What follows belongs to an exercise in optimizing a design on an open flow for small area and few clock cycles per item; a production flow would make more cautious choices. The RTL was checked by simulation tests, not by an equivalence proof against the original design.

## flow/design.v (module list and top-level ports; edited modules follow where they fit)
// module hnem_front: 142 lines
// module hnem_pair: 75 lines
// module hnem_csa: 1627 lines
// module hnem_back: 145 lines
// module hsl_neighbor_edge_map: 146 lines
module hsl_neighbor_edge_map (
  input  logic          clk_i,
  input  logic          rst_ni,
  input  logic          pix_valid_i,
  output logic          pix_ready_o,
  input  logic [7:0]    pix_hue_i,
  input  logic [7:0]    pix_sat_i,
  input  logic [7:0]    pix_light_i,
  input  logic          pix_frame_end_i,
  input  logic          cfg_valid_i,
  output logic          cfg_ready_o,
  input  logic [2:0]    cfg_index_i,
  input  logic [17:0]   cfg_data_i,
  output logic          res_valid_o,
  input  logic          res_ready_i,
  output logic          res_edge_o,
  output logic [4:0]    res_col_o,
  output logic [9:0]    res_row_o,
  output logic          res_run_last_o,
  output logic          res_frame_done_o
);
  // ...
==> flow/flow/run.sh <==
#!/bin/bash
# Layout flow: the standard flow, except that the carry-save core of each neighbour-pair
# compare (module hnem_csa) is laid down as the cell netlist that flow/gen_csa.py writes
# (and-or-invert partial products and full adders) instead of being left to Yosys and ABC.
#
#  1. gen_csa.py writes hnem_csa as sky130 cells; Yosys proves it equal to the design's own
#     hnem_csa (SAT on a miter).
#  3. The standard synthesis runs again with hnem_csa as a black box, so every other part of
#     the design, registers included, is synthesized the way the standard flow does it.
#  4. Yosys puts the cell netlist in place of each black box and flattens it into the top.
#  5. regs.py gives each register the instance name it has in the reference (Yosys leaves a
#     few registers with numbered names) and checks that the registers, names and cell types,
#     are exactly the reference's.
set -euo pipefail

W=$PWD
RES=$W/orfs/results/$FLOW_PLATFORM/hsl_neighbor_edge_map/base
LIB=$FLOW_HOME/platforms/$FLOW_PLATFORM/lib/sky130_fd_sc_hd__tt_025C_1v80.lib

python3 flow/gen_csa.py cells > hnem_csa_cells.v 2> gen_csa.log

cat > csa_equiv.ys <<EOF
read_liberty -ignore_miss_func $LIB
read_verilog hnem_csa_cells.v
rename hnem_csa gate
read_verilog -sv $FLOW_DESIGN
rename hnem_csa gold
miter -equiv -flatten -make_outputs gold gate miter
hierarchy -top miter
sat -verify -prove trigger 0 miter
EOF

cat > csa_insert.ys <<EOF
read_liberty -lib $LIB
read_verilog hnem_csa_cells.v
read_verilog 1_2_yosys_blackbox.v
hierarchy -check -top $FLOW_TOP
flatten
opt_clean -purge
check -assert
stat -liberty $LIB
write_verilog -noattr -nohex -nodec 1_2_yosys_cells.v
EOF

bash standard.sh "$RES/1_2_yosys.v" > synth_ref.log 2>&1
cp "$RES/1_2_yosys.v" 1_2_yosys_ref.v
mv orfs orfs_ref

ok=0
if yosys -l csa_equiv.log -s csa_equiv.ys > csa_equiv.out 2>&1; then
  if bash standard.sh SYNTH_BLACKBOXES=hnem_csa "$RES/1_2_yosys.v" > synth.log 2>&1; then
    cp "$RES/1_2_yosys.v" 1_2_yosys_blackbox.v
    if yosys -l csa_insert.log -s csa_insert.ys > csa_insert.out 2>&1 &&
       python3 flow/regs.py 1_2_yosys_ref.v 1_2_yosys_cells.v 1_2_yosys_final.v > regs.log 2>&1; then
      ok=1
    fi
  fi
fi

if [[ $ok == 1 ]]; then
  cp 1_2_yosys_final.v "$RES/1_2_yosys.v"
else
  echo "cell netlist not used: laying out the standard synthesis" > fallback.log
  rm -rf orfs
  cp -a orfs_ref orfs
fi
touch "$RES/1_2_yosys.v"
bash standard.sh "${1:-finish}" > layout.log 2>&1
==> flow/flow/gen_csa.py <==
#!/usr/bin/env python3
"""Generates the neighbour-pair edge test.

  python3 gen_csa.py rtl   > hnem_queue.sv     (modules hnem_pair and hnem_csa, plain SystemVerilog)
  python3 gen_csa.py cells > hnem_csa_cells.v  (module hnem_csa as sky130_fd_sc_hd cells)

hnem_csa takes the two pixels, forms the channel distances (ripple subtraction, conditional
negation, hue fold), the radix-4 partial products of dh*hw + ds*sw + dl*lw (each base-4 digit
of a distance selects 0, w, 2w or 3w) and the threshold row {~thr, 8'b0}, and compresses them
with a Dadda tree of full adders to two rows. Every partial-product bit is produced inverted
(one and-or-invert gate); the tree runs on inverted bits (a full adder of inverted inputs gives
inverted outputs) and hands out the final two rows inverted, as the flat vector fb_n_o.
hnem_pair calls hnem_csa and adds the two rows: the edge hit is bit 26.
Both outputs describe the same gates, so the cell netlist can stand in for the RTL module."""
import sys

MODE = sys.argv[1] if len(sys.argv) > 1 else "rtl"
NB = 27

cols = [[] for _ in range(NB + 2)]
# nodes: list of (kind, output names, input names)
gates = []
decl = []
nid = [0]
def new(p="t"):
    nid[0] += 1
    return f"{p}{nid[0]}"

# Channel distances |a - b|: a ripple subtraction a + ~b + 1 (carry out: a >= b), then a
# conditional negation (each bit flips when a < b and a lower bit is set). The hue distance
# is folded: bits 6..0 flip when bit 7 is set (255 - d for d > 127).
for (c, lo) in (("h", 0), ("s", 8), ("l", 16)):
    a = [f"a_i[{lo+i}]" for i in range(8)]
    b = [f"b_i[{lo+i}]" for i in range(8)]
    d = [f"{c}_d{i}" for i in range(8)]
    cy = [None] + [f"{c}_c{i}" for i in range(1, 9)]
    decl += d + cy[1:]
    gates.append(("xor2", [d[0]], [a[0], b[0]]))
    gates.append(("or2b", [cy[1]], [a[0], b[0]]))
    for i in range(1, 8):
        nb = f"{c}_nb{i}"
        decl.append(nb)
        gates.append(("inv", [nb], [b[i]]))
        gates.append(("fa", [d[i], cy[i + 1]], [a[i], nb, cy[i]]))
    o = [None, d[0]]
    for i in range(2, 8):
        o.append(f"{c}_o{i}")
        decl.append(o[i])
        gates.append(("or2", [o[i]], [o[i - 1], d[i - 1]]))
    r = [d[0]] + [f"{c}_r{i}" for i in range(1, 8)]
    decl += r[1:]
    for i in range(1, 8):
        m = f"{c}_m{i}"
        decl.append(m)
        gates.append(("and2b", [m], [cy[8], o[i]]))
        gates.append(("xor2", [r[i]], [d[i], m]))
    if c == "h":
        for i in range(7):
            decl.append(f"dhf{i}")
            gates.append(("xor2", [f"dhf{i}"], [r[i], r[7]]))
    else:
        for i in range(8):
            decl.append(f"d{c}{i}")
            gates.append(("buf", [f"d{c}{i}"], [r[i]]))

chans = [("h", "dhf", 7, "hw_i", "hw3_i"), ("s", "ds", 8, "sw_i", "sw3_i"), ("l", "dl", 8, "lw_i", "lw3_i")]
for (c, d, nbits, wv, w3v) in chans:
    ndig = (nbits + 1) // 2
    for j in range(ndig):
        sh = 2 * j
        if 2 * j + 1 < nbits:
            s1, s2, s3 = f"{c}{j}_s1", f"{c}{j}_s2", f"{c}{j}_s3"
            d0, d1 = f"{d}{2*j}", f"{d}{2*j+1}"
            decl += [s1, s2, s3]
            gates.append(("and2b", [s1], [d1, d0]))   # ~d1 & d0
            gates.append(("and2b", [s2], [d0, d1]))   # ~d0 & d1
            gates.append(("and2", [s3], [d0, d1]))
            for k in range(18):
                o = f"{c}{j}_n{k}"
                decl.append(o)
                terms = []
                if k < 16: terms.append((s1, f"{wv}[{k}]"))
                if 1 <= k <= 16: terms.append((s2, f"{wv}[{k-1}]"))
                terms.append((s3, f"{w3v}[{k}]"))
                gates.append(("aoi", [o], terms))
                cols[sh + k].append(o)
        else:
            for k in range(16):
                o = f"{c}{j}_n{k}"
                decl.append(o)
                gates.append(("nand2", [o], [f"{d}{2*j}", f"{wv}[{k}]"]))
                cols[sh + k].append(o)
for k in range(18):
    cols[8 + k].append(f"thr_i[{k}]")   # inverted {~thr, 8'b0}

heights = [2]
while heights[-1] * 3 // 2 < max(len(c) for c in cols):
    heights.append(heights[-1] * 3 // 2)
for target in reversed(heights):
    newcols = [[] for _ in range(len(cols) + 1)]
    carry_in = [[] for _ in range(len(cols) + 1)]
    for i in range(len(cols)):
        bits = list(cols[i])
        out = carry_in[i]
        while len(bits) + len(out) > target:
            excess = len(bits) + len(out) - target
            if excess >= 2 and len(bits) >= 3:
                x, y, z = bits.pop(0), bits.pop(0), bits.pop(0)
                s, co = new(), new()
                decl += [s, co]
                gates.append(("fa", [s, co], [x, y, z]))
                out.append(s); carry_in[i + 1].append(co)
            elif len(bits) >= 2:
                x, y = bits.pop(0), bits.pop(0)
                s, co = new(), new()
                decl += [s, co]
                gates.append(("hai", [s, co], [x, y]))   # inverted-domain half adder
                out.append(s); carry_in[i + 1].append(co)
            else:
                break
        newcols[i] = bits + out
    newcols[len(cols)] = carry_in[len(cols)]
    cols = newcols
for i in range(NB, len(cols)):
    assert not cols[i], (i, cols[i])

fb = []      # (column, signal)
xmap, ymap = {}, {}
for i in range(NB):
    c = cols[i]
    assert len(c) <= 2
    if len(c) > 0:
        xmap[i] = len(fb); fb.append(c[0])
    if len(c) > 1:
        ymap[i] = len(fb); fb.append(c[1])
NF = len(fb)

PORTS = """(
  input  logic [23:0] a_i,
  input  logic [23:0] b_i,
  input  logic [15:0] hw_i,
  input  logic [15:0] sw_i,
  input  logic [15:0] lw_i,
  input  logic [17:0] hw3_i,
  input  logic [17:0] sw3_i,
  input  logic [17:0] lw3_i,
  input  logic [17:0] thr_i,
  output logic [%d:0] fb_n_o
);""" % (NF - 1)

L = []
w = L.append
if MODE == "rtl":
    w("// Generated by gen/gen_csa.py (see gen/README.md); the file keeps its historical name.")
    w("//")
    w("// hnem_pair: one neighbour-pair edge test. The pair differs when")
    w("// (dh*hw + ds*sw + dl*lw) >> 8 > thr, dh being the hue distance folded at 127; that is bit")
    w("// 26 of dh*hw + ds*sw + dl*lw + {~thr, 8'b0}. hnem_csa reduces the weighted sum and the")
    w("// threshold row to two rows (see gen/gen_csa.py); hnem_pair adds them.")
    w("module hnem_pair (")
    w("  input  logic [23:0] a_i,")
    w("  input  logic [23:0] b_i,")
    w("  input  logic [15:0] hw_i,")
    w("  input  logic [15:0] sw_i,")
    w("  input  logic [15:0] lw_i,")
    w("  input  logic [17:0] hw3_i,")
    w("  input  logic [17:0] sw3_i,")
    w("  input  logic [17:0] lw3_i,")
    w("  input  logic [17:0] thr_i,")
    w("  output logic        hit_o")
    w(");")
    w(f"  logic [{NF-1}:0] fb_n;")
    w(f"  logic [{NB-1}:0] xr, yr, tr;")
    w("  hnem_csa u_csa (")
    w("    .a_i (a_i), .b_i (b_i), .hw_i (hw_i), .sw_i (sw_i), .lw_i (lw_i),")
    w("    .hw3_i (hw3_i), .sw3_i (sw3_i), .lw3_i (lw3_i), .thr_i (thr_i), .fb_n_o (fb_n)")
    w("  );")
    for i in range(NB):
        w(f"  assign xr[{i}] = " + (f"~fb_n[{xmap[i]}];" if i in xmap else "1'b0;"))
        w(f"  assign yr[{i}] = " + (f"~fb_n[{ymap[i]}];" if i in ymap else "1'b0;"))
    w("  assign tr = xr + yr;")
    w(f"  assign hit_o = tr[{NB-1}];")
    w("endmodule")
    w("")
    w("module hnem_csa " + PORTS)
    for n in decl:
        w(f"  logic {n};")
    for (k, o, i) in gates:
        if k == "and2b":
            w(f"  assign {o[0]} = ~{i[0]} & {i[1]};")
        elif k == "and2":
            w(f"  assign {o[0]} = {i[0]} & {i[1]};")
        elif k == "nand2":
            w(f"  assign {o[0]} = ~({i[0]} & {i[1]});")
        elif k == "xor2":
            w(f"  assign {o[0]} = {i[0]} ^ {i[1]};")
        elif k == "or2":
            w(f"  assign {o[0]} = {i[0]} | {i[1]};")
        elif k == "or2b":
            w(f"  assign {o[0]} = {i[0]} | ~{i[1]};")
        elif k == "inv":
            w(f"  assign {o[0]} = ~{i[0]};")
        elif k == "buf":
            w(f"  assign {o[0]} = {i[0]};")
        elif k == "aoi":
            w(f"  assign {o[0]} = ~(" + " | ".join(f"({a} & {b})" for a, b in i) + ");")
        elif k == "fa":
            x, y, z = i
            w(f"  assign {o[0]} = {x} ^ {y} ^ {z};")
            w(f"  assign {o[1]} = ({x} & {y}) | ({x} & {z}) | ({y} & {z});")
        elif k == "hai":
            x, y = i
            w(f"  assign {o[0]} = ~({x} ^ {y});")
            w(f"  assign {o[1]} = {x} | {y};")
    for j, s in enumerate(fb):
        w(f"  assign fb_n_o[{j}] = {s};")
    w("endmodule")
else:
    P = "sky130_fd_sc_hd__"
    w("// Generated by gen_csa.py: hnem_csa as sky130_fd_sc_hd cells (same function as the RTL).")
    w("module hnem_csa (a_i, b_i, hw_i, sw_i, lw_i, hw3_i, sw3_i, lw3_i, thr_i, fb_n_o);")
    for nm, wd in (("a_i", 24), ("b_i", 24), ("hw_i", 16), ("sw_i", 16), ("lw_i", 16),
                   ("hw3_i", 18), ("sw3_i", 18), ("lw3_i", 18), ("thr_i", 18)):
        w(f"  input [{wd-1}:0] {nm};")
    w(f"  output [{NF-1}:0] fb_n_o;")
    for n in decl:
        w(f"  wire {n};")
    for gi, (k, o, i) in enumerate(gates):
        nm = f"g{gi}"
        if k == "and2b":
            w(f"  {P}and2b_1 {nm} (.A_N({i[0]}), .B({i[1]}), .X({o[0]}));")
        elif k == "and2":
            w(f"  {P}and2_1 {nm} (.A({i[0]}), .B({i[1]}), .X({o[0]}));")
        elif k == "nand2":
            w(f"  {P}nand2_1 {nm} (.A({i[0]}), .B({i[1]}), .Y({o[0]}));")
        elif k == "xor2":
            w(f"  {P}xor2_1 {nm} (.A({i[0]}), .B({i[1]}), .X({o[0]}));")
        elif k == "or2":
            w(f"  {P}or2_1 {nm} (.A({i[0]}), .B({i[1]}), .X({o[0]}));")
        elif k == "or2b":
            w(f"  {P}or2b_1 {nm} (.A({i[0]}), .B_N({i[1]}), .X({o[0]}));")
        elif k == "inv":
            w(f"  {P}inv_1 {nm} (.A({i[0]}), .Y({o[0]}));")
        elif k == "buf":
            w(f"  assign {o[0]} = {i[0]};")
        elif k == "aoi":
            if len(i) == 3:
                (a1, a2), (b1, b2), (c1, c2) = i
                w(f"  {P}a222oi_1 {nm} (.A1({a1}), .A2({a2}), .B1({b1}), .B2({b2}), .C1({c1}), .C2({c2}), .Y({o[0]}));")
            elif len(i) == 2:
                (a1, a2), (b1, b2) = i
                w(f"  {P}a22oi_1 {nm} (.A1({a1}), .A2({a2}), .B1({b1}), .B2({b2}), .Y({o[0]}));")
            else:
                (a1, a2), = i
                w(f"  {P}nand2_1 {nm} (.A({a1}), .B({a2}), .Y({o[0]}));")
        elif k == "fa":
            x, y, z = i
            w(f"  {P}fa_1 {nm} (.A({x}), .B({y}), .CIN({z}), .SUM({o[0]}), .COUT({o[1]}));")
        elif k == "hai":
            x, y = i
            w(f"  {P}xnor2_1 {nm}x (.A({x}), .B({y}), .Y({o[0]}));")
            w(f"  {P}or2_1 {nm}o (.A({x}), .B({y}), .X({o[1]}));")
    for j, s in enumerate(fb):
        w(f"  assign fb_n_o[{j}] = {s};")
    w("endmodule")
print("\n".join(L))
==> flow/flow/regs.py <==
#!/usr/bin/env python3
"""regs.py REF CAND OUT: give each register of netlist CAND the instance name that the
register driving the same Q net has in the reference netlist REF (the standard synthesis),
then check that CAND holds exactly REF's registers (names and cell types). Writes OUT and
exits 0 when they match, 1 otherwise."""
import re, sys

CELL = re.compile(r'^\s*(sky130_fd_sc_hd__\w+)\s+(\S+)\s*\((.*?)\);', re.S | re.M)
SEQ = re.compile(r'sky130_fd_sc_hd__(df|edf|sdf|dl)\w*')

def regs(text):
    out = {}
    for m in CELL.finditer(text):
        typ, name, body = m.groups()
        if not SEQ.match(typ):
            continue
        q = re.search(r'\.Q\(([^()]*)\)', body)
        out[name] = (typ, q.group(1).strip() if q else None, m.start(2), m.end(2))
    return out

ref_t = open(sys.argv[1]).read()
cand_t = open(sys.argv[2]).read()
ref = regs(ref_t)
cand = regs(cand_t)
ref_by_q = {}
for n, (t, q, _, _) in ref.items():
    ref_by_q.setdefault(q, []).append(n)

edits = []
for n, (t, q, s, e) in cand.items():
    if n in ref:
        continue
    names = ref_by_q.get(q, [])
    if len(names) == 1 and names[0] not in cand and not re.search(
            r'(?<![\w$\\])' + re.escape(names[0]) + r'(?![\w$])', cand_t):
        edits.append((s, e, names[0]))
for s, e, nm in sorted(edits, reverse=True):
    cand_t = cand_t[:s] + nm + " " + cand_t[e:]
print("renamed %d register(s)" % len(edits))
new = regs(cand_t)
ok = ({n: t for n, (t, *_) in new.items()} == {n: t for n, (t, *_) in ref.items()})
print("registers: %d in the layout netlist, %d in the reference, match: %s" % (len(new), len(ref), ok))
open(sys.argv[3], "w").write(cand_t)
sys.exit(0 if ok else 1)
==> flow/standard.sh <==
#!/bin/bash
# synth_recipe.tcl (not shown) runs the flow's synth.tcl, then flattens the netlist and writes it again
# the make line also repeats each setting of config.mk as NAME=value (left out here)
make -C /OpenROAD-flow-scripts/flow DESIGN_CONFIG=/design/flow/config.mk WORK_HOME=/design/flow/orfs CLKGATE_MAP_FILE= SYNTH_SCRIPT=/design/flow/synth_recipe.tcl "${@:-finish}"
==> flow/config.mk <==
export PLATFORM = sky130hd
export DESIGN_NAME = hsl_neighbor_edge_map
export DESIGN_NICKNAME = hsl_neighbor_edge_map
export VERILOG_FILES = /design/flow/design.v
export SDC_FILE = /design/flow/constraint.sdc
export NUM_CORES = 4
export LEC_CHECK = 0
export CAP_MARGIN = 20
export CELL_PAD_IN_SITES_DETAIL_PLACEMENT = 1
export CELL_PAD_IN_SITES_GLOBAL_PLACEMENT = 2
export CORE_MARGIN = 2
export CORE_UTILIZATION = 30
export PLACE_DENSITY = 0.45
export SLEW_MARGIN = 20
==> flow/constraint.sdc <==
create_clock -name core_clock -period 12.0 [get_ports {clk_i}]
set_input_delay 2.4000 -clock core_clock [delete_from_list [all_inputs] [get_ports {clk_i}]]
set_output_delay 2.4000 -clock core_clock [all_outputs]
set_load 0.01 [all_outputs]
==> qor.yml, run 1 <==
outcome:
  status: "no timing/DRC/antenna violations"
timing:
  fin_crit_ns: 11.57
  setup_slack_ns: 0.427
  worst_pin_slew_ns: 1.21
routing:
  ant_nets: 0
  drt-pass1-iter-count: 17
  routed_wl_um: 299000
  wire_per_inst_um: 35.7
  drtIter0Drc: 9466
finish:
  diodes: 11
  final_util_pct: 34.8
  inv_count: 338
  seq_area_um2: 29200
  fin_nets: 6299
  multi_input_area_share_pct: 48.3
  largest_register_ffs: 336
  seq_share_pct: 36.9
  final_common_cell: "edfxtp_1"
  design_area_um2: 79100
  multi_input_area_um2: 38200
hold_path:
  hp-class: "flip-flop to flip-flop"
  hold_start: "u_front.seg8_q[0][17]"
  holdPathStages: 0
setup_path:
  path_class: "flip-flop to flip-flop"
  worst-r2r-cell-count: 31
  crit_top_cell: "fa_1"
  r2r-end: "u_back.bank_q[1][14]"
  cp-start-kind: "flip-flop"
global_routing:
  grt_pass1_vias: 53048
  grtUsageMet3_pct: 5.36
  gr-total-overflow: 0
floorplan:
  coreArea_um2: 228000
  rows: 175
  die_h_um: 483
yosys:
  syn_area_um2: 68800
Testbench counts, summed over its fixed seeds: cycles 8,472, items 8,192.
==> module hnem_front, before the edit <==
module hnem_front (
  input  logic                             clk_i,
  input  logic                             rst_ni,
  input  logic                             pix_valid_i,
  output logic                             pix_ready_o,
  input  logic [hnem_pkg::PixW-1:0]        pix_i,
  input  logic                             frame_end_i,
  input  logic [hnem_pkg::ThrW-1:0]        thr_i,
  input  logic [hnem_pkg::WeightW-1:0]     hw_i,
  input  logic [hnem_pkg::WeightW-1:0]     sw_i,
  input  logic [hnem_pkg::WeightW-1:0]     lw_i,
  input  logic [hnem_pkg::Weight3W-1:0]    hw3_i,
  input  logic [hnem_pkg::Weight3W-1:0]    sw3_i,
  input  logic [hnem_pkg::Weight3W-1:0]    lw3_i,
  input  logic [hnem_pkg::ColW-1:0]        wm1_i,
  input  logic [hnem_pkg::ColW-1:0]        rem_i,
  input  logic                             use14_i,
  input  logic                             w1_i,
  input  logic                             w2_i,
  input  logic                             wr_ok_i,
  input  logic                             rot_ok_i,
  input  logic                             fe_ok_i,
  output logic                             acc_o,
  output logic [hnem_pkg::ColW-1:0]        col_o,
  output logic                             row_end_o,
  output logic                             frame_end_o,
  output logic                             hit_left_o,
  output logic                             hit_up_o,
  output logic                             hit_ul_o,
  output logic                             hit_ur_o
);
  localparam int unsigned PixW = hnem_pkg::PixW;
  localparam int unsigned ColW = hnem_pkg::ColW;
  logic            v_q;
  logic [PixW-1:0] cur_q;
  logic            fe_q;
  logic [ColW-1:0] col_q;
  logic            above_q;
  logic [PixW-1:0] left_q;
  logic [PixW-1:0] up_q;
  logic [PixW-1:0] ul_q;
  logic [PixW-1:0] ur_q;
  logic [PixW-1:0] seg1_q;
  logic [PixW-1:0] seg2_q [2];
  logic [PixW-1:0] seg4_q [4];
  logic [PixW-1:0] seg8_q [8];
  logic [PixW-1:0] seg14_q [14];
  logic            accept;
  logic            row_end;
  logic            has_left;
  logic            has_right;
  logic [PixW-1:0] o1, o2, o4, o8, o14;
  logic [PixW-1:0] ur_next;
  logic            h_left, h_up, h_ul, h_ur;
  assign row_end     = (col_q == wm1_i) || fe_q;
  assign accept      = v_q && wr_ok_i && (rot_ok_i || !row_end) && (fe_ok_i || !fe_q);
  assign pix_ready_o = !v_q || accept;
  assign has_left    = col_q != '0;
  assign has_right   = col_q != wm1_i;
  always_ff @(posedge clk_i or negedge rst_ni) begin
    if (!rst_ni) begin
      v_q <= 1'b0;
    end else if (pix_valid_i && pix_ready_o) begin
      v_q <= 1'b1;
    end else if (accept) begin
      v_q <= 1'b0;
    end
  end
  always_ff @(posedge clk_i) begin
    if (pix_valid_i && pix_ready_o) begin
      cur_q <= pix_i;
      fe_q  <= frame_end_i;
    end
  end
  assign o1      = rem_i[0] ? seg1_q : left_q;
  assign o2      = rem_i[1] ? seg2_q[1] : o1;
  assign o4      = rem_i[2] ? seg4_q[3] : o2;
  assign o8      = rem_i[3] ? seg8_q[7] : o4;
  assign o14     = use14_i ? seg14_q[13] : o8;
  assign ur_next = w2_i ? cur_q : o14;
  always_ff @(posedge clk_i) begin
    if (accept) begin
      left_q <= cur_q;
      ur_q   <= ur_next;
      up_q   <= ur_q;
      ul_q   <= up_q;
      seg1_q <= left_q;
      seg2_q[0] <= o1;
      seg2_q[1] <= seg2_q[0];
      seg4_q[0] <= o2;
      for (int i = 1; i < 4; i++) seg4_q[i] <= seg4_q[i-1];
      seg8_q[0] <= o4;
      for (int i = 1; i < 8; i++) seg8_q[i] <= seg8_q[i-1];
      seg14_q[0] <= o8;
      for (int i = 1; i < 14; i++) seg14_q[i] <= seg14_q[i-1];
    end
  end
  always_ff @(posedge clk_i or negedge rst_ni) begin
    if (!rst_ni) begin
      col_q   <= '0;
      above_q <= 1'b0;
    end else if (accept) begin
      if (fe_q) begin
        col_q   <= '0;
        above_q <= 1'b0;
      end else if (row_end) begin
        col_q   <= '0;
        above_q <= 1'b1;
      end else begin
        col_q <= col_q + ColW'(1);
      end
    end
  end
  hnem_pair u_left (
    .a_i (cur_q), .b_i (left_q),
    .hw_i (hw_i), .sw_i (sw_i), .lw_i (lw_i), .hw3_i (hw3_i), .sw3_i (sw3_i), .lw3_i (lw3_i),
    .thr_i (thr_i), .hit_o (h_left)
  );
  hnem_pair u_up (
    .a_i (cur_q), .b_i (up_q),
    .hw_i (hw_i), .sw_i (sw_i), .lw_i (lw_i), .hw3_i (hw3_i), .sw3_i (sw3_i), .lw3_i (lw3_i),
    .thr_i (thr_i), .hit_o (h_up)
  );
  hnem_pair u_ul (
    .a_i (cur_q), .b_i (ul_q),
    .hw_i (hw_i), .sw_i (sw_i), .lw_i (lw_i), .hw3_i (hw3_i), .sw3_i (sw3_i), .lw3_i (lw3_i),
    .thr_i (thr_i), .hit_o (h_ul)
  );
  hnem_pair u_ur (
    .a_i (cur_q), .b_i (ur_q),
    .hw_i (hw_i), .sw_i (sw_i), .lw_i (lw_i), .hw3_i (hw3_i), .sw3_i (sw3_i), .lw3_i (lw3_i),
    .thr_i (thr_i), .hit_o (h_ur)
  );
  assign acc_o       = accept;
  assign col_o       = col_q;
  assign row_end_o   = row_end;
  assign frame_end_o = fe_q;
  assign hit_left_o  = h_left && has_left;
  assign hit_up_o    = (w1_i ? h_left : h_up) && above_q;
  assign hit_ul_o    = h_ul && above_q && has_left;
  assign hit_ur_o    = h_ur && above_q && has_right;
endmodule
==> module hnem_pair, before the edit <==
module hnem_pair (
  input  logic [23:0] a_i,
  input  logic [23:0] b_i,
  input  logic [15:0] hw_i,
  input  logic [15:0] sw_i,
  input  logic [15:0] lw_i,
  input  logic [17:0] hw3_i,
  input  logic [17:0] sw3_i,
  input  logic [17:0] lw3_i,
  input  logic [17:0] thr_i,
  output logic        hit_o
);
  logic [51:0] fb_n;
  logic [26:0] xr, yr, tr;
  hnem_csa u_csa (
    .a_i (a_i), .b_i (b_i), .hw_i (hw_i), .sw_i (sw_i), .lw_i (lw_i),
    .hw3_i (hw3_i), .sw3_i (sw3_i), .lw3_i (lw3_i), .thr_i (thr_i), .fb_n_o (fb_n)
  );
  assign xr[0] = ~fb_n[0];
  assign yr[0] = ~fb_n[1];
  assign xr[1] = ~fb_n[2];
  assign yr[1] = ~fb_n[3];
  assign xr[2] = ~fb_n[4];
  assign yr[2] = ~fb_n[5];
  assign xr[3] = ~fb_n[6];
  assign yr[3] = ~fb_n[7];
  assign xr[4] = ~fb_n[8];
  assign yr[4] = ~fb_n[9];
  assign xr[5] = ~fb_n[10];
  assign yr[5] = ~fb_n[11];
  assign xr[6] = ~fb_n[12];
  assign yr[6] = ~fb_n[13];
  assign xr[7] = ~fb_n[14];
  assign yr[7] = ~fb_n[15];
  assign xr[8] = ~fb_n[16];
  assign yr[8] = ~fb_n[17];
  assign xr[9] = ~fb_n[18];
  assign yr[9] = ~fb_n[19];
  assign xr[10] = ~fb_n[20];
  assign yr[10] = ~fb_n[21];
  assign xr[11] = ~fb_n[22];
  assign yr[11] = ~fb_n[23];
  assign xr[12] = ~fb_n[24];
  assign yr[12] = ~fb_n[25];
  assign xr[13] = ~fb_n[26];
  assign yr[13] = ~fb_n[27];
  assign xr[14] = ~fb_n[28];
  assign yr[14] = ~fb_n[29];
  assign xr[15] = ~fb_n[30];
  assign yr[15] = ~fb_n[31];
  assign xr[16] = ~fb_n[32];
  assign yr[16] = ~fb_n[33];
  assign xr[17] = ~fb_n[34];
  assign yr[17] = ~fb_n[35];
  assign xr[18] = ~fb_n[36];
  assign yr[18] = ~fb_n[37];
  assign xr[19] = ~fb_n[38];
  assign yr[19] = ~fb_n[39];
  assign xr[20] = ~fb_n[40];
  assign yr[20] = ~fb_n[41];
  assign xr[21] = ~fb_n[42];
  assign yr[21] = ~fb_n[43];
  assign xr[22] = ~fb_n[44];
  assign yr[22] = ~fb_n[45];
  assign xr[23] = ~fb_n[46];
  assign yr[23] = ~fb_n[47];
  assign xr[24] = ~fb_n[48];
  assign yr[24] = ~fb_n[49];
  assign xr[25] = ~fb_n[50];
  assign yr[25] = ~fb_n[51];
  assign xr[26] = 1'b0;
  assign yr[26] = 1'b0;
  assign tr = xr + yr;
  assign hit_o = tr[26];
endmodule
==> module hsl_neighbor_edge_map, before the edit <==
module hsl_neighbor_edge_map (
  input  logic          clk_i,
  input  logic          rst_ni,
  input  logic          pix_valid_i,
  output logic          pix_ready_o,
  input  logic [7:0]    pix_hue_i,
  input  logic [7:0]    pix_sat_i,
  input  logic [7:0]    pix_light_i,
  input  logic          pix_frame_end_i,
  input  logic          cfg_valid_i,
  output logic          cfg_ready_o,
  input  logic [2:0]    cfg_index_i,
  input  logic [17:0]   cfg_data_i,
  output logic          res_valid_o,
  input  logic          res_ready_i,
  output logic          res_edge_o,
  output logic [4:0]    res_col_o,
  output logic [9:0]    res_row_o,
  output logic          res_run_last_o,
  output logic          res_frame_done_o
);
  localparam int unsigned ColW = hnem_pkg::ColW;
  logic [hnem_pkg::ThrW-1:0]     edge_threshold_q;
  logic [hnem_pkg::WeightW-1:0]  hue_weight_q;
  logic [hnem_pkg::WeightW-1:0]  saturation_weight_q;
  logic [hnem_pkg::WeightW-1:0]  lightness_weight_q;
  logic [ColW-1:0]               wm1_q;
  logic [ColW-1:0]               rem_q;
  logic                          use14_q;
  logic                          w1_q;
  logic                          w2_q;
  logic [ColW-1:0]               wm1_d;
  logic [hnem_pkg::Weight3W-1:0] hw3, sw3, lw3;
  logic                          wr_ok;
  logic                          rot_ok;
  logic                          fe_ok;
  logic                          acc;
  logic [ColW-1:0]               col;
  logic                          row_end;
  logic                          frame_end;
  logic                          hit_left, hit_up, hit_ul, hit_ur;
  assign cfg_ready_o = 1'b1;
  always_ff @(posedge clk_i or negedge rst_ni) begin
    if (!rst_ni) begin
      edge_threshold_q    <= hnem_pkg::ThrReset;
      hue_weight_q        <= hnem_pkg::WeightReset;
      saturation_weight_q <= hnem_pkg::WeightReset;
      lightness_weight_q  <= hnem_pkg::WeightReset;
      wm1_q               <= ColW'(hnem_pkg::WidthReset - 6'd1);
    end else if (cfg_valid_i && cfg_ready_o) begin
      case (cfg_index_i)
        hnem_pkg::REG_EDGE_THRESHOLD: begin
          edge_threshold_q <= cfg_data_i[hnem_pkg::ThrW-1:0];
        end
        hnem_pkg::REG_HUE_WEIGHT: begin
          hue_weight_q <= cfg_data_i[hnem_pkg::WeightW-1:0];
        end
        hnem_pkg::REG_SATURATION_WEIGHT: begin
          saturation_weight_q <= cfg_data_i[hnem_pkg::WeightW-1:0];
        end
        hnem_pkg::REG_LIGHTNESS_WEIGHT: begin
          lightness_weight_q <= cfg_data_i[hnem_pkg::WeightW-1:0];
        end
        hnem_pkg::REG_FRAME_WIDTH: begin
          wm1_q <= wm1_d;
        end
        default: begin
        end
      endcase
    end
  end
  always_comb begin
    if (cfg_data_i[hnem_pkg::WidthW-1:0] == '0) begin
      wm1_d = '0;
    end else if (cfg_data_i[hnem_pkg::WidthW-1:0] > 6'd32) begin
      wm1_d = 5'd31;
    end else begin
      wm1_d = ColW'(cfg_data_i[hnem_pkg::WidthW-1:0] - 6'd1);
    end
  end
  always_ff @(posedge clk_i) begin
    use14_q <= wm1_q >= ColW'(16);
    rem_q   <= (wm1_q >= ColW'(16)) ? wm1_q - ColW'(16) : wm1_q - ColW'(2);
    w1_q    <= wm1_q == ColW'(0);
    w2_q    <= wm1_q == ColW'(1);
  end
  always_comb begin
    hw3 = {2'b00, hue_weight_q} + {1'b0, hue_weight_q, 1'b0};
    sw3 = {2'b00, saturation_weight_q} + {1'b0, saturation_weight_q, 1'b0};
    lw3 = {2'b00, lightness_weight_q} + {1'b0, lightness_weight_q, 1'b0};
  end
  hnem_front u_front (
    .clk_i       (clk_i),
    .rst_ni      (rst_ni),
    .pix_valid_i (pix_valid_i),
    .pix_ready_o (pix_ready_o),
    .pix_i       ({pix_light_i, pix_sat_i, pix_hue_i}),
    .frame_end_i (pix_frame_end_i),
    .thr_i       (edge_threshold_q),
    .hw_i        (hue_weight_q),
    .sw_i        (saturation_weight_q),
    .lw_i        (lightness_weight_q),
    .hw3_i       (hw3),
    .sw3_i       (sw3),
    .lw3_i       (lw3),
    .wm1_i       (wm1_q),
    .rem_i       (rem_q),
    .use14_i     (use14_q),
    .w1_i        (w1_q),
    .w2_i        (w2_q),
    .wr_ok_i     (wr_ok),
    .rot_ok_i    (rot_ok),
    .fe_ok_i     (fe_ok),
    .acc_o       (acc),
    .col_o       (col),
    .row_end_o   (row_end),
    .frame_end_o (frame_end),
    .hit_left_o  (hit_left),
    .hit_up_o    (hit_up),
    .hit_ul_o    (hit_ul),
    .hit_ur_o    (hit_ur)
  );
  hnem_back u_back (
    .clk_i            (clk_i),
    .rst_ni           (rst_ni),
    .wm1_i            (wm1_q),
    .acc_i            (acc),
    .col_i            (col),
    .row_end_i        (row_end),
    .frame_end_i      (frame_end),
    .hit_left_i       (hit_left),
    .hit_up_i         (hit_up),
    .hit_ul_i         (hit_ul),
    .hit_ur_i         (hit_ur),
    .wr_ok_o          (wr_ok),
    .rot_ok_o         (rot_ok),
    .fe_ok_o          (fe_ok),
    .res_valid_o      (res_valid_o),
    .res_ready_i      (res_ready_i),
    .res_edge_o       (res_edge_o),
    .res_col_o        (res_col_o),
    .res_row_o        (res_row_o),
    .res_run_last_o   (res_run_last_o),
    .res_frame_done_o (res_frame_done_o)
  );
endmodule
==> inputs of run 2 (changes only) <==
--- a/flow/design.v
+++ b/flow/design.v
@@ -38,5 +38,4 @@
   input  logic [hnem_pkg::ColW-1:0]        rem_i,
-  input  logic                             use14_i,
+  input  logic                             use15_i,
   input  logic                             w1_i,
-  input  logic                             w2_i,
   input  logic                             wr_ok_i,
@@ -64,3 +63,2 @@
   logic [PixW-1:0] ur_q;
-  logic [PixW-1:0] seg1_q;
   logic [PixW-1:0] seg2_q [2];
@@ -68,3 +66,3 @@
   logic [PixW-1:0] seg8_q [8];
-  logic [PixW-1:0] seg14_q [14];
+  logic [PixW-1:0] seg15_q [15];
   logic            accept;
@@ -73,4 +71,3 @@
   logic            has_right;
-  logic [PixW-1:0] o1, o2, o4, o8, o14;
-  logic [PixW-1:0] ur_next;
+  logic [PixW-1:0] o1, o2, o4, o8, o15;
   logic            h_left, h_up, h_ul, h_ur;
@@ -96,8 +93,7 @@
   end
-  assign o1      = rem_i[0] ? seg1_q : left_q;
-  assign o2      = rem_i[1] ? seg2_q[1] : o1;
-  assign o4      = rem_i[2] ? seg4_q[3] : o2;
-  assign o8      = rem_i[3] ? seg8_q[7] : o4;
-  assign o14     = use14_i ? seg14_q[13] : o8;
-  assign ur_next = w2_i ? cur_q : o14;
+  assign o1  = rem_i[0] ? left_q : cur_q;
+  assign o2  = rem_i[1] ? seg2_q[1] : o1;
+  assign o4  = rem_i[2] ? seg4_q[3] : o2;
+  assign o8  = rem_i[3] ? seg8_q[7] : o4;
+  assign o15 = use15_i ? seg15_q[14] : o8;
   always_ff @(posedge clk_i) begin
@@ -105,6 +101,5 @@
       left_q <= cur_q;
-      ur_q   <= ur_next;
+      ur_q   <= o15;
       up_q   <= ur_q;
       ul_q   <= up_q;
-      seg1_q <= left_q;
       seg2_q[0] <= o1;
@@ -115,4 +110,4 @@
       for (int i = 1; i < 8; i++) seg8_q[i] <= seg8_q[i-1];
-      seg14_q[0] <= o8;
-      for (int i = 1; i < 14; i++) seg14_q[i] <= seg14_q[i-1];
+      seg15_q[0] <= o8;
+      for (int i = 1; i < 15; i++) seg15_q[i] <= seg15_q[i-1];
     end
@@ -176,64 +171,6 @@
 );
-  logic [51:0] fb_n;
-  logic [26:0] xr, yr, tr;
   hnem_csa u_csa (
     .a_i (a_i), .b_i (b_i), .hw_i (hw_i), .sw_i (sw_i), .lw_i (lw_i),
-    .hw3_i (hw3_i), .sw3_i (sw3_i), .lw3_i (lw3_i), .thr_i (thr_i), .fb_n_o (fb_n)
+    .hw3_i (hw3_i), .sw3_i (sw3_i), .lw3_i (lw3_i), .thr_i (thr_i), .hit_o (hit_o)
   );
-  assign xr[0] = ~fb_n[0];
-  assign yr[0] = ~fb_n[1];
-  assign xr[1] = ~fb_n[2];
-  assign yr[1] = ~fb_n[3];
-  assign xr[2] = ~fb_n[4];
-  assign yr[2] = ~fb_n[5];
-  assign xr[3] = ~fb_n[6];
-  assign yr[3] = ~fb_n[7];
-  assign xr[4] = ~fb_n[8];
-  assign yr[4] = ~fb_n[9];
-  assign xr[5] = ~fb_n[10];
-  assign yr[5] = ~fb_n[11];
-  assign xr[6] = ~fb_n[12];
-  assign yr[6] = ~fb_n[13];
-  assign xr[7] = ~fb_n[14];
-  assign yr[7] = ~fb_n[15];
-  assign xr[8] = ~fb_n[16];
-  assign yr[8] = ~fb_n[17];
-  assign xr[9] = ~fb_n[18];
-  assign yr[9] = ~fb_n[19];
-  assign xr[10] = ~fb_n[20];
-  assign yr[10] = ~fb_n[21];
-  assign xr[11] = ~fb_n[22];
-  assign yr[11] = ~fb_n[23];
-  assign xr[12] = ~fb_n[24];
-  assign yr[12] = ~fb_n[25];
-  assign xr[13] = ~fb_n[26];
-  assign yr[13] = ~fb_n[27];
-  assign xr[14] = ~fb_n[28];
-  assign yr[14] = ~fb_n[29];
-  assign xr[15] = ~fb_n[30];
-  assign yr[15] = ~fb_n[31];
-  assign xr[16] = ~fb_n[32];
-  assign yr[16] = ~fb_n[33];
-  assign xr[17] = ~fb_n[34];
-  assign yr[17] = ~fb_n[35];
-  assign xr[18] = ~fb_n[36];
-  assign yr[18] = ~fb_n[37];
-  assign xr[19] = ~fb_n[38];
-  assign yr[19] = ~fb_n[39];
-  assign xr[20] = ~fb_n[40];
-  assign yr[20] = ~fb_n[41];
-  assign xr[21] = ~fb_n[42];
-  assign yr[21] = ~fb_n[43];
-  assign xr[22] = ~fb_n[44];
-  assign yr[22] = ~fb_n[45];
-  assign xr[23] = ~fb_n[46];
-  assign yr[23] = ~fb_n[47];
-  assign xr[24] = ~fb_n[48];
-  assign yr[24] = ~fb_n[49];
-  assign xr[25] = ~fb_n[50];
-  assign yr[25] = ~fb_n[51];
-  assign xr[26] = 1'b0;
-  assign yr[26] = 1'b0;
-  assign tr = xr + yr;
-  assign hit_o = tr[26];
 endmodule
@@ -249,3 +186,3 @@
   input  logic [17:0] thr_i,
-  output logic [51:0] fb_n_o
+  output logic        hit_o
 );
@@ -1032,2 +969,103 @@
   logic t382;
+  logic cg0;
+  logic cg1;
+  logic ct1;
+  logic cg2;
+  logic ct2;
+  logic cg3;
+  logic ct3;
+  logic cg4;
+  logic ct4;
+  logic cg5;
+  logic ct5;
+  logic cg6;
+  logic ct6;
+  logic cg7;
+  logic ct7;
+  logic cg8;
+  logic ct8;
+  logic cg9;
+  logic ct9;
+  logic cg10;
+  logic ct10;
+  logic cg11;
+  logic ct11;
+  logic cg12;
+  logic ct12;
+  logic cg13;
+  logic ct13;
+  logic cg14;
+  logic ct14;
+  logic cg15;
+  logic ct15;
+  logic cg16;
+  logic ct16;
+  logic cg17;
+  logic ct17;
+  logic cg18;
+  logic ct18;
+  logic cg19;
+  logic ct19;
+  logic cg20;
+  logic ct20;
+  logic cg21;
+  logic ct21;
+  logic cg22;
+  logic ct22;
+  logic cg23;
+  logic ct23;
+  logic cg24;
+  logic ct24;
+  logic cg25;
+  logic ct25;
+  logic cg0_0;
+  logic cg0_2;
+  logic ct0_2;
+  logic cg0_4;
+  logic ct0_4;
+  logic cg0_6;
+  logic ct0_6;
+  logic cg0_8;
+  logic ct0_8;
+  logic cg0_10;
+  logic ct0_10;
+  logic cg0_12;
+  logic ct0_12;
+  logic cg0_14;
+  logic ct0_14;
+  logic cg0_16;
+  logic ct0_16;
+  logic cg0_18;
+  logic ct0_18;
+  logic cg0_20;
+  logic ct0_20;
+  logic cg0_22;
+  logic ct0_22;
+  logic cg0_24;
+  logic ct0_24;
+  logic cg1_0;
+  logic cg1_2;
+  logic ct1_2;
+  logic cg1_4;
+  logic ct1_4;
+  logic cg1_6;
+  logic ct1_6;
+  logic cg1_8;
+  logic ct1_8;
+  logic cg1_10;
+  logic ct1_10;
+  logic cgi1;
+  logic cti1;
+  logic cg2_0;
+  logic cg2_2;
+  logic ct2_2;
+  logic cg2_4;
+  logic ct2_4;
+  logic cgi2;
+  logic cti2;
+  logic cg3_0;
+  logic cg3_2;
+  logic ct3_2;
+  logic cg4_0;
+  logic hit_p;
   assign h_d0 = a_i[0] ^ b_i[0];
@@ -1813,54 +1851,104 @@
   assign t382 = (thr_i[16] & t288) | (thr_i[16] & t332) | (t288 & t332);
-  assign fb_n_o[0] = l0_n0;
-  assign fb_n_o[1] = t333;
-  assign fb_n_o[2] = t334;
-  assign fb_n_o[3] = t335;
-  assign fb_n_o[4] = t336;
-  assign fb_n_o[5] = t337;
-  assign fb_n_o[6] = t338;
-  assign fb_n_o[7] = t339;
-  assign fb_n_o[8] = t340;
-  assign fb_n_o[9] = t341;
-  assign fb_n_o[10] = t342;
-  assign fb_n_o[11] = t343;
-  assign fb_n_o[12] = t344;
-  assign fb_n_o[13] = t345;
-  assign fb_n_o[14] = t346;
-  assign fb_n_o[15] = t347;
-  assign fb_n_o[16] = t348;
-  assign fb_n_o[17] = t349;
-  assign fb_n_o[18] = t350;
-  assign fb_n_o[19] = t351;
-  assign fb_n_o[20] = t352;
-  assign fb_n_o[21] = t353;
-  assign fb_n_o[22] = t354;
-  assign fb_n_o[23] = t355;
-  assign fb_n_o[24] = t356;
-  assign fb_n_o[25] = t357;
-  assign fb_n_o[26] = t358;
-  assign fb_n_o[27] = t359;
-  assign fb_n_o[28] = t360;
-  assign fb_n_o[29] = t361;
-  assign fb_n_o[30] = t362;
-  assign fb_n_o[31] = t363;
-  assign fb_n_o[32] = t364;
-  assign fb_n_o[33] = t365;
-  assign fb_n_o[34] = t366;
-  assign fb_n_o[35] = t367;
-  assign fb_n_o[36] = t368;
-  assign fb_n_o[37] = t369;
-  assign fb_n_o[38] = t370;
-  assign fb_n_o[39] = t371;
-  assign fb_n_o[40] = t372;
-  assign fb_n_o[41] = t373;
-  assign fb_n_o[42] = t374;
-  assign fb_n_o[43] = t375;
-  assign fb_n_o[44] = t376;
-  assign fb_n_o[45] = t377;
-  assign fb_n_o[46] = t378;
-  assign fb_n_o[47] = t379;
-  assign fb_n_o[48] = t380;
-  assign fb_n_o[49] = t381;
-  assign fb_n_o[50] = thr_i[17];
-  assign fb_n_o[51] = t382;
+  assign cg0 = ~(l0_n0 | t333);
+  assign cg1 = ~(t334 | t335);
+  assign ct1 = ~(t334 & t335);
+  assign cg2 = ~(t336 | t337);
+  assign ct2 = ~(t336 & t337);
+  assign cg3 = ~(t338 | t339);
+  assign ct3 = ~(t338 & t339);
+  assign cg4 = ~(t340 | t341);
+  assign ct4 = ~(t340 & t341);
+  assign cg5 = ~(t342 | t343);
+  assign ct5 = ~(t342 & t343);
+  assign cg6 = ~(t344 | t345);
+  assign ct6 = ~(t344 & t345);
+  assign cg7 = ~(t346 | t347);
+  assign ct7 = ~(t346 & t347);
+  assign cg8 = ~(t348 | t349);
+  assign ct8 = ~(t348 & t349);
+  assign cg9 = ~(t350 | t351);
+  assign ct9 = ~(t350 & t351);
+  assign cg10 = ~(t352 | t353);
+  assign ct10 = ~(t352 & t353);
+  assign cg11 = ~(t354 | t355);
+  assign ct11 = ~(t354 & t355);
+  assign cg12 = ~(t356 | t357);
+  assign ct12 = ~(t356 & t357);
+  assign cg13 = ~(t358 | t359);
+  assign ct13 = ~(t358 & t359);
+  assign cg14 = ~(t360 | t361);
+  assign ct14 = ~(t360 & t361);
+  assign cg15 = ~(t362 | t363);
+  assign ct15 = ~(t362 & t363);
+  assign cg16 = ~(t364 | t365);
+  assign ct16 = ~(t364 & t365);
+  assign cg17 = ~(t366 | t367);
+  assign ct17 = ~(t366 & t367);
+  assign cg18 = ~(t368 | t369);
+  assign ct18 = ~(t368 & t369);
+  assign cg19 = ~(t370 | t371);
+  assign ct19 = ~(t370 & t371);
+  assign cg20 = ~(t372 | t373);
+  assign ct20 = ~(t372 & t373);
+  assign cg21 = ~(t374 | t375);
+  assign ct21 = ~(t374 & t375);
+  assign cg22 = ~(t376 | t377);
+  assign ct22 = ~(t376 & t377);
+  assign cg23 = ~(t378 | t379);
+  assign ct23 = ~(t378 & t379);
+  assign cg24 = ~(t380 | t381);
+  assign ct24 = ~(t380 & t381);
+  assign cg25 = ~(thr_i[17] | t382);
+  assign ct25 = ~(thr_i[17] & t382);
+  assign cg0_0 = ~((ct1 & cg0) | cg1);
+  assign cg0_2 = ~((ct3 & cg2) | cg3);
+  assign ct0_2 = ~(ct3 & ct2);
+  assign cg0_4 = ~((ct5 & cg4) | cg5);
+  assign ct0_4 = ~(ct5 & ct4);
+  assign cg0_6 = ~((ct7 & cg6) | cg7);
+  assign ct0_6 = ~(ct7 & ct6);
+  assign cg0_8 = ~((ct9 & cg8) | cg9);
+  assign ct0_8 = ~(ct9 & ct8);
+  assign cg0_10 = ~((ct11 & cg10) | cg11);
+  assign ct0_10 = ~(ct11 & ct10);
+  assign cg0_12 = ~((ct13 & cg12) | cg13);
+  assign ct0_12 = ~(ct13 & ct12);
+  assign cg0_14 = ~((ct15 & cg14) | cg15);
+  assign ct0_14 = ~(ct15 & ct14);
+  assign cg0_16 = ~((ct17 & cg16) | cg17);
+  assign ct0_16 = ~(ct17 & ct16);
+  assign cg0_18 = ~((ct19 & cg18) | cg19);
+  assign ct0_18 = ~(ct19 & ct18);
+  assign cg0_20 = ~((ct21 & cg20) | cg21);
+  assign ct0_20 = ~(ct21 & ct20);
+  assign cg0_22 = ~((ct23 & cg22) | cg23);
+  assign ct0_22 = ~(ct23 & ct22);
+  assign cg0_24 = ~((ct25 & cg24) | cg25);
+  assign ct0_24 = ~(ct25 & ct24);
+  assign cg1_0 = ~((ct0_2 | cg0_0) & cg0_2);
+  assign cg1_2 = ~((ct0_6 | cg0_4) & cg0_6);
+  assign ct1_2 = ~(ct0_6 | ct0_4);
+  assign cg1_4 = ~((ct0_10 | cg0_8) & cg0_10);
+  assign ct1_4 = ~(ct0_10 | ct0_8);
+  assign cg1_6 = ~((ct0_14 | cg0_12) & cg0_14);
+  assign ct1_6 = ~(ct0_14 | ct0_12);
+  assign cg1_8 = ~((ct0_18 | cg0_16) & cg0_18);
+  assign ct1_8 = ~(ct0_18 | ct0_16);
+  assign cg1_10 = ~((ct0_22 | cg0_20) & cg0_22);
+  assign ct1_10 = ~(ct0_22 | ct0_20);
+  assign cgi1 = ~cg0_24;
+  assign cti1 = ~ct0_24;
+  assign cg2_0 = ~((ct1_2 & cg1_0) | cg1_2);
+  assign cg2_2 = ~((ct1_6 & cg1_4) | cg1_6);
+  assign ct2_2 = ~(ct1_6 & ct1_4);
+  assign cg2_4 = ~((ct1_10 & cg1_8) | cg1_10);
+  assign ct2_4 = ~(ct1_10 & ct1_8);
+  assign cgi2 = ~cgi1;
+  assign cti2 = ~cti1;
+  assign cg3_0 = ~((ct2_2 | cg2_0) & cg2_2);
+  assign cg3_2 = ~((cti2 | cg2_4) & cgi2);
+  assign ct3_2 = ~(cti2 | ct2_4);
+  assign cg4_0 = ~((ct3_2 & cg3_0) | cg3_2);
+  assign hit_p = ~cg4_0;
+  assign hit_o = hit_p;
 endmodule
@@ -2039,5 +2127,4 @@
   logic [ColW-1:0]               rem_q;
-  logic                          use14_q;
+  logic                          use15_q;
   logic                          w1_q;
-  logic                          w2_q;
   logic [ColW-1:0]               wm1_d;
@@ -2092,6 +2179,5 @@
   always_ff @(posedge clk_i) begin
-    use14_q <= wm1_q >= ColW'(16);
-    rem_q   <= (wm1_q >= ColW'(16)) ? wm1_q - ColW'(16) : wm1_q - ColW'(2);
+    use15_q <= wm1_q >= ColW'(16);
+    rem_q   <= (wm1_q >= ColW'(16)) ? wm1_q - ColW'(16) : wm1_q - ColW'(1);
     w1_q    <= wm1_q == ColW'(0);
-    w2_q    <= wm1_q == ColW'(1);
   end
@@ -2118,5 +2204,4 @@
     .rem_i       (rem_q),
-    .use14_i     (use14_q),
+    .use15_i     (use15_q),
     .w1_i        (w1_q),
-    .w2_i        (w2_q),
     .wr_ok_i     (wr_ok),
--- a/flow/flow/run.sh
+++ b/flow/flow/run.sh
@@ -5,4 +5,4 @@
 #
-#  1. gen_csa.py writes hnem_csa as sky130 cells; Yosys proves it equal to the design's own
-#     hnem_csa (SAT on a miter).
+#  1. gen_csa.py writes hnem_csa as sky130 cells; ABC proves it equal to the design's own
+#     hnem_csa (the miter of the two, written by Yosys as an AIG).
 #  3. The standard synthesis runs again with hnem_csa as a black box, so every other part of
@@ -21,3 +21,5 @@
 
-cat > csa_equiv.ys <<EOF
+# Equivalence of the cell netlist with the design's hnem_csa: Yosys writes their miter as an
+# AIG, and ABC proves its output never 1 (iprove: UNSATISFIABLE).
+cat > csa_miter.ys <<EOF
 read_liberty -ignore_miss_func $LIB
@@ -27,6 +29,16 @@
 rename hnem_csa gold
-miter -equiv -flatten -make_outputs gold gate miter
+miter -equiv -flatten gold gate miter
 hierarchy -top miter
-sat -verify -prove trigger 0 miter
+flatten
+techmap
+opt_clean
+aigmap
+write_aiger -zinit csa_miter.aig
 EOF
+ABC=$(command -v yosys-abc || echo "$(dirname "$(command -v yosys)")/yosys-abc")
+csa_equal() {
+  yosys -l csa_miter.log -s csa_miter.ys > /dev/null 2>&1 &&
+  "$ABC" -c "read csa_miter.aig; strash; iprove" > csa_iprove.log 2>&1 &&
+  grep -q "^UNSATISFIABLE" csa_iprove.log
+}
 
@@ -49,3 +61,3 @@
 ok=0
-if yosys -l csa_equiv.log -s csa_equiv.ys > csa_equiv.out 2>&1; then
+if csa_equal; then
   if bash standard.sh SYNTH_BLACKBOXES=hnem_csa "$RES/1_2_yosys.v" > synth.log 2>&1; then
==> flow/flow/csa_equiv.out (new file) <==
/bin/bash: line 73: $'\ns=s.replace(old,new)\ns=s.replace(if': command not found
==> flow/flow/csa_gate.ys (new file) <==
read_liberty -ignore_miss_func 
read_verilog hnem_csa_cells.v
hierarchy -top hnem_csa
flatten
techmap
opt_clean
aigmap
write_aiger -zinit csa_gate.aig
--- a/flow/flow/gen_csa.py
+++ b/flow/flow/gen_csa.py
@@ -11,4 +11,5 @@
 (one and-or-invert gate); the tree runs on inverted bits (a full adder of inverted inputs gives
-inverted outputs) and hands out the final two rows inverted, as the flat vector fb_n_o.
-hnem_pair calls hnem_csa and adds the two rows: the edge hit is bit 26.
+inverted outputs) and ends in two rows (inverted).
+The edge hit is bit 26 of the sum of the two rows: the carry into column 26, from a tree of
+carry-lookahead gates. hnem_pair is hnem_csa under its old name.
 Both outputs describe the same gates, so the cell netlist can stand in for the RTL module."""
@@ -126,12 +127,52 @@
 
-fb = []      # (column, signal)
-xmap, ymap = {}, {}
-for i in range(NB):
-    c = cols[i]
-    assert len(c) <= 2
-    if len(c) > 0:
-        xmap[i] = len(fb); fb.append(c[0])
-    if len(c) > 1:
-        ymap[i] = len(fb); fb.append(c[1])
-NF = len(fb)
+# Final carry: the hit is the carry into column 26 of the sum of the two final rows (both
+# given inverted). Per column a generate (nor of the inverted bits) and a propagate (nand);
+# then a tree of group combines, alternating and-or-invert and or-and-invert levels.
+for i in range(NB - 1):
+    assert len(cols[i]) == 2, (i, cols[i])
+assert not cols[NB - 1]
+level = []
+for i in range(NB - 1):
+    xn, yn = cols[i]
+    g, t = f"cg{i}", (f"ct{i}" if i > 0 else None)
+    decl.append(g)
+    gates.append(("nor2", [g], [xn, yn]))
+    if t:
+        decl.append(t)
+        gates.append(("nand2", [t], [xn, yn]))
+    level.append((g, t))
+pos = True
+lv = 0
+while len(level) > 1:
+    nxt = []
+    for j in range(0, len(level) - 1, 2):
+        (glo, tlo), (ghi, thi) = level[j], level[j + 1]
+        g = f"cg{lv}_{j}"
+        decl.append(g)
+        gates.append(("a21oi" if pos else "o21ai", [g], [thi, glo, ghi]))
+        t = None
+        if tlo is not None:
+            t = f"ct{lv}_{j}"
+            decl.append(t)
+            gates.append(("nand2" if pos else "nor2", [t], [thi, tlo]))
+        nxt.append((g, t))
+    if len(level) % 2:
+        g, t = level[-1]
+        gi = f"cgi{lv}"
+        decl.append(gi)
+        gates.append(("inv", [gi], [g]))
+        ti = None
+        if t is not None:
+            ti = f"cti{lv}"
+            decl.append(ti)
+            gates.append(("inv", [ti], [t]))
+        nxt.append((gi, ti))
+    level = nxt
+    pos = not pos
+    lv += 1
+hit_sig = level[0][0]
+if not pos:
+    decl.append("hit_p")
+    gates.append(("inv", ["hit_p"], [hit_sig]))
+    hit_sig = "hit_p"
 
@@ -147,4 +188,4 @@
   input  logic [17:0] thr_i,
-  output logic [%d:0] fb_n_o
-);""" % (NF - 1)
+  output logic        hit_o
+);"""
 
@@ -157,4 +198,3 @@
     w("// (dh*hw + ds*sw + dl*lw) >> 8 > thr, dh being the hue distance folded at 127; that is bit")
-    w("// 26 of dh*hw + ds*sw + dl*lw + {~thr, 8'b0}. hnem_csa reduces the weighted sum and the")
-    w("// threshold row to two rows (see gen/gen_csa.py); hnem_pair adds them.")
+    w("// 26 of dh*hw + ds*sw + dl*lw + {~thr, 8'b0}, which hnem_csa computes (see gen/gen_csa.py).")
     w("module hnem_pair (")
@@ -171,13 +211,6 @@
     w(");")
-    w(f"  logic [{NF-1}:0] fb_n;")
-    w(f"  logic [{NB-1}:0] xr, yr, tr;")
     w("  hnem_csa u_csa (")
     w("    .a_i (a_i), .b_i (b_i), .hw_i (hw_i), .sw_i (sw_i), .lw_i (lw_i),")
-    w("    .hw3_i (hw3_i), .sw3_i (sw3_i), .lw3_i (lw3_i), .thr_i (thr_i), .fb_n_o (fb_n)")
+    w("    .hw3_i (hw3_i), .sw3_i (sw3_i), .lw3_i (lw3_i), .thr_i (thr_i), .hit_o (hit_o)")
     w("  );")
-    for i in range(NB):
-        w(f"  assign xr[{i}] = " + (f"~fb_n[{xmap[i]}];" if i in xmap else "1'b0;"))
-        w(f"  assign yr[{i}] = " + (f"~fb_n[{ymap[i]}];" if i in ymap else "1'b0;"))
-    w("  assign tr = xr + yr;")
-    w(f"  assign hit_o = tr[{NB-1}];")
     w("endmodule")
@@ -196,2 +229,8 @@
             w(f"  assign {o[0]} = {i[0]} ^ {i[1]};")
+        elif k == "nor2":
+            w(f"  assign {o[0]} = ~({i[0]} | {i[1]});")
+        elif k == "a21oi":
+            w(f"  assign {o[0]} = ~(({i[0]} & {i[1]}) | {i[2]});")
+        elif k == "o21ai":
+            w(f"  assign {o[0]} = ~(({i[0]} | {i[1]}) & {i[2]});")
         elif k == "or2":
@@ -214,4 +253,3 @@
             w(f"  assign {o[1]} = {x} | {y};")
-    for j, s in enumerate(fb):
-        w(f"  assign fb_n_o[{j}] = {s};")
+    w(f"  assign hit_o = {hit_sig};")
     w("endmodule")
@@ -220,3 +258,3 @@
     w("// Generated by gen_csa.py: hnem_csa as sky130_fd_sc_hd cells (same function as the RTL).")
-    w("module hnem_csa (a_i, b_i, hw_i, sw_i, lw_i, hw3_i, sw3_i, lw3_i, thr_i, fb_n_o);")
+    w("module hnem_csa (a_i, b_i, hw_i, sw_i, lw_i, hw3_i, sw3_i, lw3_i, thr_i, hit_o);")
     for nm, wd in (("a_i", 24), ("b_i", 24), ("hw_i", 16), ("sw_i", 16), ("lw_i", 16),
@@ -224,3 +262,3 @@
         w(f"  input [{wd-1}:0] {nm};")
-    w(f"  output [{NF-1}:0] fb_n_o;")
+    w("  output hit_o;")
     for n in decl:
@@ -237,2 +275,8 @@
             w(f"  {P}xor2_1 {nm} (.A({i[0]}), .B({i[1]}), .X({o[0]}));")
+        elif k == "nor2":
+            w(f"  {P}nor2_1 {nm} (.A({i[0]}), .B({i[1]}), .Y({o[0]}));")
+        elif k == "a21oi":
+            w(f"  {P}a21oi_1 {nm} (.A1({i[0]}), .A2({i[1]}), .B1({i[2]}), .Y({o[0]}));")
+        elif k == "o21ai":
+            w(f"  {P}o21ai_1 {nm} (.A1({i[0]}), .A2({i[1]}), .B1({i[2]}), .Y({o[0]}));")
         elif k == "or2":
@@ -262,4 +306,3 @@
             w(f"  {P}or2_1 {nm}o (.A({x}), .B({y}), .X({o[1]}));")
-    for j, s in enumerate(fb):
-        w(f"  assign fb_n_o[{j}] = {s};")
+    w(f"  assign hit_o = {hit_sig};")
     w("endmodule")
--- a/flow/config.mk
+++ b/flow/config.mk
@@ -7,3 +7,3 @@
 export LEC_CHECK = 0
-export CAP_MARGIN = 20
+export CAP_MARGIN = 5
 export CELL_PAD_IN_SITES_DETAIL_PLACEMENT = 1
@@ -13,2 +13,2 @@
 export PLACE_DENSITY = 0.45
-export SLEW_MARGIN = 20
+export SLEW_MARGIN = 5
==> run 2 against run 1 <==
Sequential share of layout area up 0.54 points. Clock-buffer cell count down 3. Clock skew down 0.013 ns. Still clean on timing, DRC and antenna. Critical endpoint is now u_back.bank_q[1][21]. Synthesized cell count down 1.1%. Critical path type unchanged. Via count down 2.5%. Largest cell class unchanged. First-iteration DRC count down 19%.
==> qor.yml, run 2 <==
outcome:
  status: "no timing/DRC/antenna violations"  # unchanged
floorplan:
  dieWidth_um: 478  # was 483 um
  rows: 174  # was 175
  coreArea_um2: 224000  # was 228000 um2
  die_h_um: 478  # was 483 um
  ios: 72  # unchanged
  die_area_um2: 229000  # was 233000 um2
  start_util_pct: 30.1  # was 30.2%
hold_path:
  min_to: "u_front.seg8_q[5][4]"  # was u_front.seg8_q[1][17]
  hp-class: "flip-flop to flip-flop"  # unchanged
  holdPathStages: 0  # unchanged
  hold_start: "u_front.seg8_q[4][4]"  # was u_front.seg8_q[0][17]
routing:
  vias: 48640  # was 49869
  drtIter0Drc: 7687  # was 9466
  post-route-drc-count: 0  # unchanged
  wire_per_inst_um: 34.1  # was 35.7 um
  vias_per_cell: 5.87  # was 5.95
  ant_nets: 0  # unchanged
  drt-pass1-iter-count: 14  # was 17
  routed_wl_um: 282000  # was 299000 um
yosys:
  synth_fp_nets: 5779  # was 5931
  yosys_warnings: 8  # unchanged
  synthCells: 4842  # was 4896
  avgSynthCellArea_um2: 13.9  # was 14.1 um2
  syn_area_um2: 67500  # was 68800 um2
timing:
  worst_pin_slew_ns: 1.21  # about the same
  fin_crit_sh_pct: 92.5  # was 96.4%
  finalClockSkew_ns: 0.0642  # was 0.0777 ns
  slew_viol_final: 0  # unchanged
  hold_viol_final: 0  # unchanged
  rsz0062_at_grt: "no"  # unchanged
  fin_crit_ns: 11.10  # was 11.57 ns
  relSlewSlack_pct: 19.1  # was 18.8%
  setup_slack_ns: 0.903  # was 0.427 ns
  fmax_mhz: 90.1  # was 86.4 MHz
  setup_viol: 0  # unchanged
clock_network:
  cts_buffers: 112  # was 113
  clkTransAtPathRegs_ns: 0.06  # about the same
  htree_levels: 3  # unchanged
  cts_tree: "built"  # unchanged
  cts.repair.resized: 0  # unchanged
  insertion_delay_ns: 0.80  # was 0.83 ns
  postCtsSetupRepairBufs: 0  # unchanged
  clk_path_buf_depth: 3  # unchanged
  clock-root-buffer: "clkbuf_16"  # unchanged
  clock-sinks: 991  # was 992
  cts_hold_buf: 0  # unchanged
finish:
  largest_register_ffs: 360  # was 336
  largest-register: "u_front.seg15_q"  # was u_front.seg14_q
  final_common_cell: "edfxtp_1"  # unchanged
  final_cell_mix: "edfxtp_1 (881), fa_1 (807), a222oi_1 (660)"  # was edfxtp_1 (881), fa_1 (807), a222oi_1 (666)
  drive_above_1_share_pct: 13.6  # was 13.1%
  fin_nets: 6128  # was 6299
  nFillCells: 23388  # was 23691
  design_area_um2: 77900  # was 79100 um2
  largestRegisters: "u_front.seg15_q x360, u_front.seg8_q x192, u_front.seg4_q x96"  # was u_front.seg14_q x336, u_front.seg8_q x192, u_front.seg4_q x96
  area_delta_synth_final_pct: 15.4  # was 15.0%
setup_path:
  r2r-end: "u_back.bank_q[1][21]"  # was u_back.bank_q[1][14]
  cp_max_fo: 14  # was 12
  crit_top_cell: "fa_1"  # unchanged
  cpMaxStageDelayCell: "fa_1"  # unchanged
  worstReg2RegStart: "u_front.cur_q[0]"  # unchanged
  slowest_delay_ns: 0.52  # was 0.59 ns
  endpoint_kind: "flip-flop"  # unchanged
  worstPathRequired_ns: 12.47  # was 12.48 ns
  cp.arrival_ns: 11.57  # was 12.06 ns
  worst-r2r-cell-count: 33  # was 31
  reg2reg_setup_slack_ns: 0.90  # was 0.43 ns
  path_class: "flip-flop to flip-flop"  # unchanged
  cp-start-kind: "flip-flop"  # unchanged
global_routing:
  antenna_found_initial: 10  # was 14
  grt_pass1_vias: 52134  # was 53048
  track_usage_pct: 24.4  # was 25.4%
  grt_pass1_wl_um: 403000  # was 417000 um
  grt_max_degree: 188  # unchanged
  gr-total-overflow: 0  # unchanged
placed_design:
  pre_cts_slack_ns: 0.867  # was 0.499 ns
  placed_cell_area_um2: 74000  # was 75300 um2
  numPortBuffers: 70  # unchanged
  dp_hpwl_um: 202000  # was 208000 um
  gp_congestion: 0.881  # was 0.883
job:
  maxCapViolations: 0  # unchanged
[run 2: cell type report]
class | instances | area, um2 | area share (%)
Multi-Input combinational cell | 3608 | 37800 | 48.5
Clock inverter | 79 | 1010 | 1.30
Timing Repair Buffer | 327 | 2690 | 3.45
Antenna cell | 8 | 20.0 | 0.0257
Tap cell | 2992 | 3740 | 4.81
Inverter | 151 | 583 | 0.748
Clock buffer | 132 | 2910 | 3.73
Sequential cell | 991 | 29200 | 37.5
[run 2: worst max path at each step]
stage | startpoint | cells after the start | slack, ns | to
after CTS | u_front.cur_q[0] | 33 | 0.79 | u_back.bank_q[0][23]
final | u_front.cur_q[0] | 33 | 0.90 | u_back.bank_q[1][21]
after detailed placement | u_front.cur_q[0] | 33 | 0.87 | u_back.bank_q[0][23]
after floorplan | u_back.ocol_q[2] | 10 | -1.88 | u_front.left_q[0]
after global placement | u_front.cur_q[0] | 33 | 0.97 | u_back.bank_q[0][20]
after global routing | u_front.cur_q[0] | 33 | 0.30 | u_back.bank_q[1][21]
[run 2: critical path, delay by kind of cell (launching register included)]
family,cells,cell delay [ns]
flops,1,0.39
simple gates,7,1.60
fa+ha+maj,12,5.26
buf+inv,6,1.21
compound gates,6,1.88
xor+xnor,2,0.37
[run 2: per-layer routing]
metal	GRT usage, %	share of wire (%)	vias up
met5	0	0	-
met4	9.39	3.8	0
met3	4.70	7.6	446
met2	36.8	44	2237
met1	34.6	45	25981
li1	-	-	19976
[run 2: through the flow]
| stage | std cells | TNS (ns) | hold WS (ns) | util [%] |
|---|---|---|---|---|
| 6_report | 8288 | 0 | 0.370 | 34.7 |
| 5_1_grt | 8281 | 0 | 0.383 | 34.7 |
| 4_1_cts | 8280 | 0 | 0.378 | 34.7 |
| 3_5_place_dp | 8069 | 0 | 0.405 | 33.0 |
| 3_3_place_gp | 8069 | 0 | 0.400 | 33.0 |
| 2_1_floorplan | 4842 | -1492.60 | 0.400 | - |
Testbench counts of run 2, summed over its fixed seeds: cycles 8,472, items 8,192.

what the ideal ports hide:
The results above use ideal ports. As a check the final layouts listed here were re-extracted and re-timed, cells and wires unchanged. Step 1 sets driving cells, clkbuf_16 on the clock port and buf_2 on the other inputs (assumed; they add their load-dependent delay and slew). Step 2 times the ports against the registers' clock, not the clock port: input delays grow and output delays shrink by t, the midpoint of the rising clock arrivals with the driver on. Three values: ideal ports, drivers, drivers and shift; two values: the first two.
run | t (ns) | slack for setup (ns) | worst setup path at the end | clock arrival spread, ns | worst register clock-pin slew, ns
run 1 | 0.865 | 0.427 / 0.427 / 0.427 | register to register | 0.078 / 0.078 | 0.08 / 0.08
run 2 | 0.849 | 0.903 / 0.903 / 0.903 | register to register | 0.067 / 0.067 | 0.07 / 0.07
After both steps setup and hold are still met in every run listed.
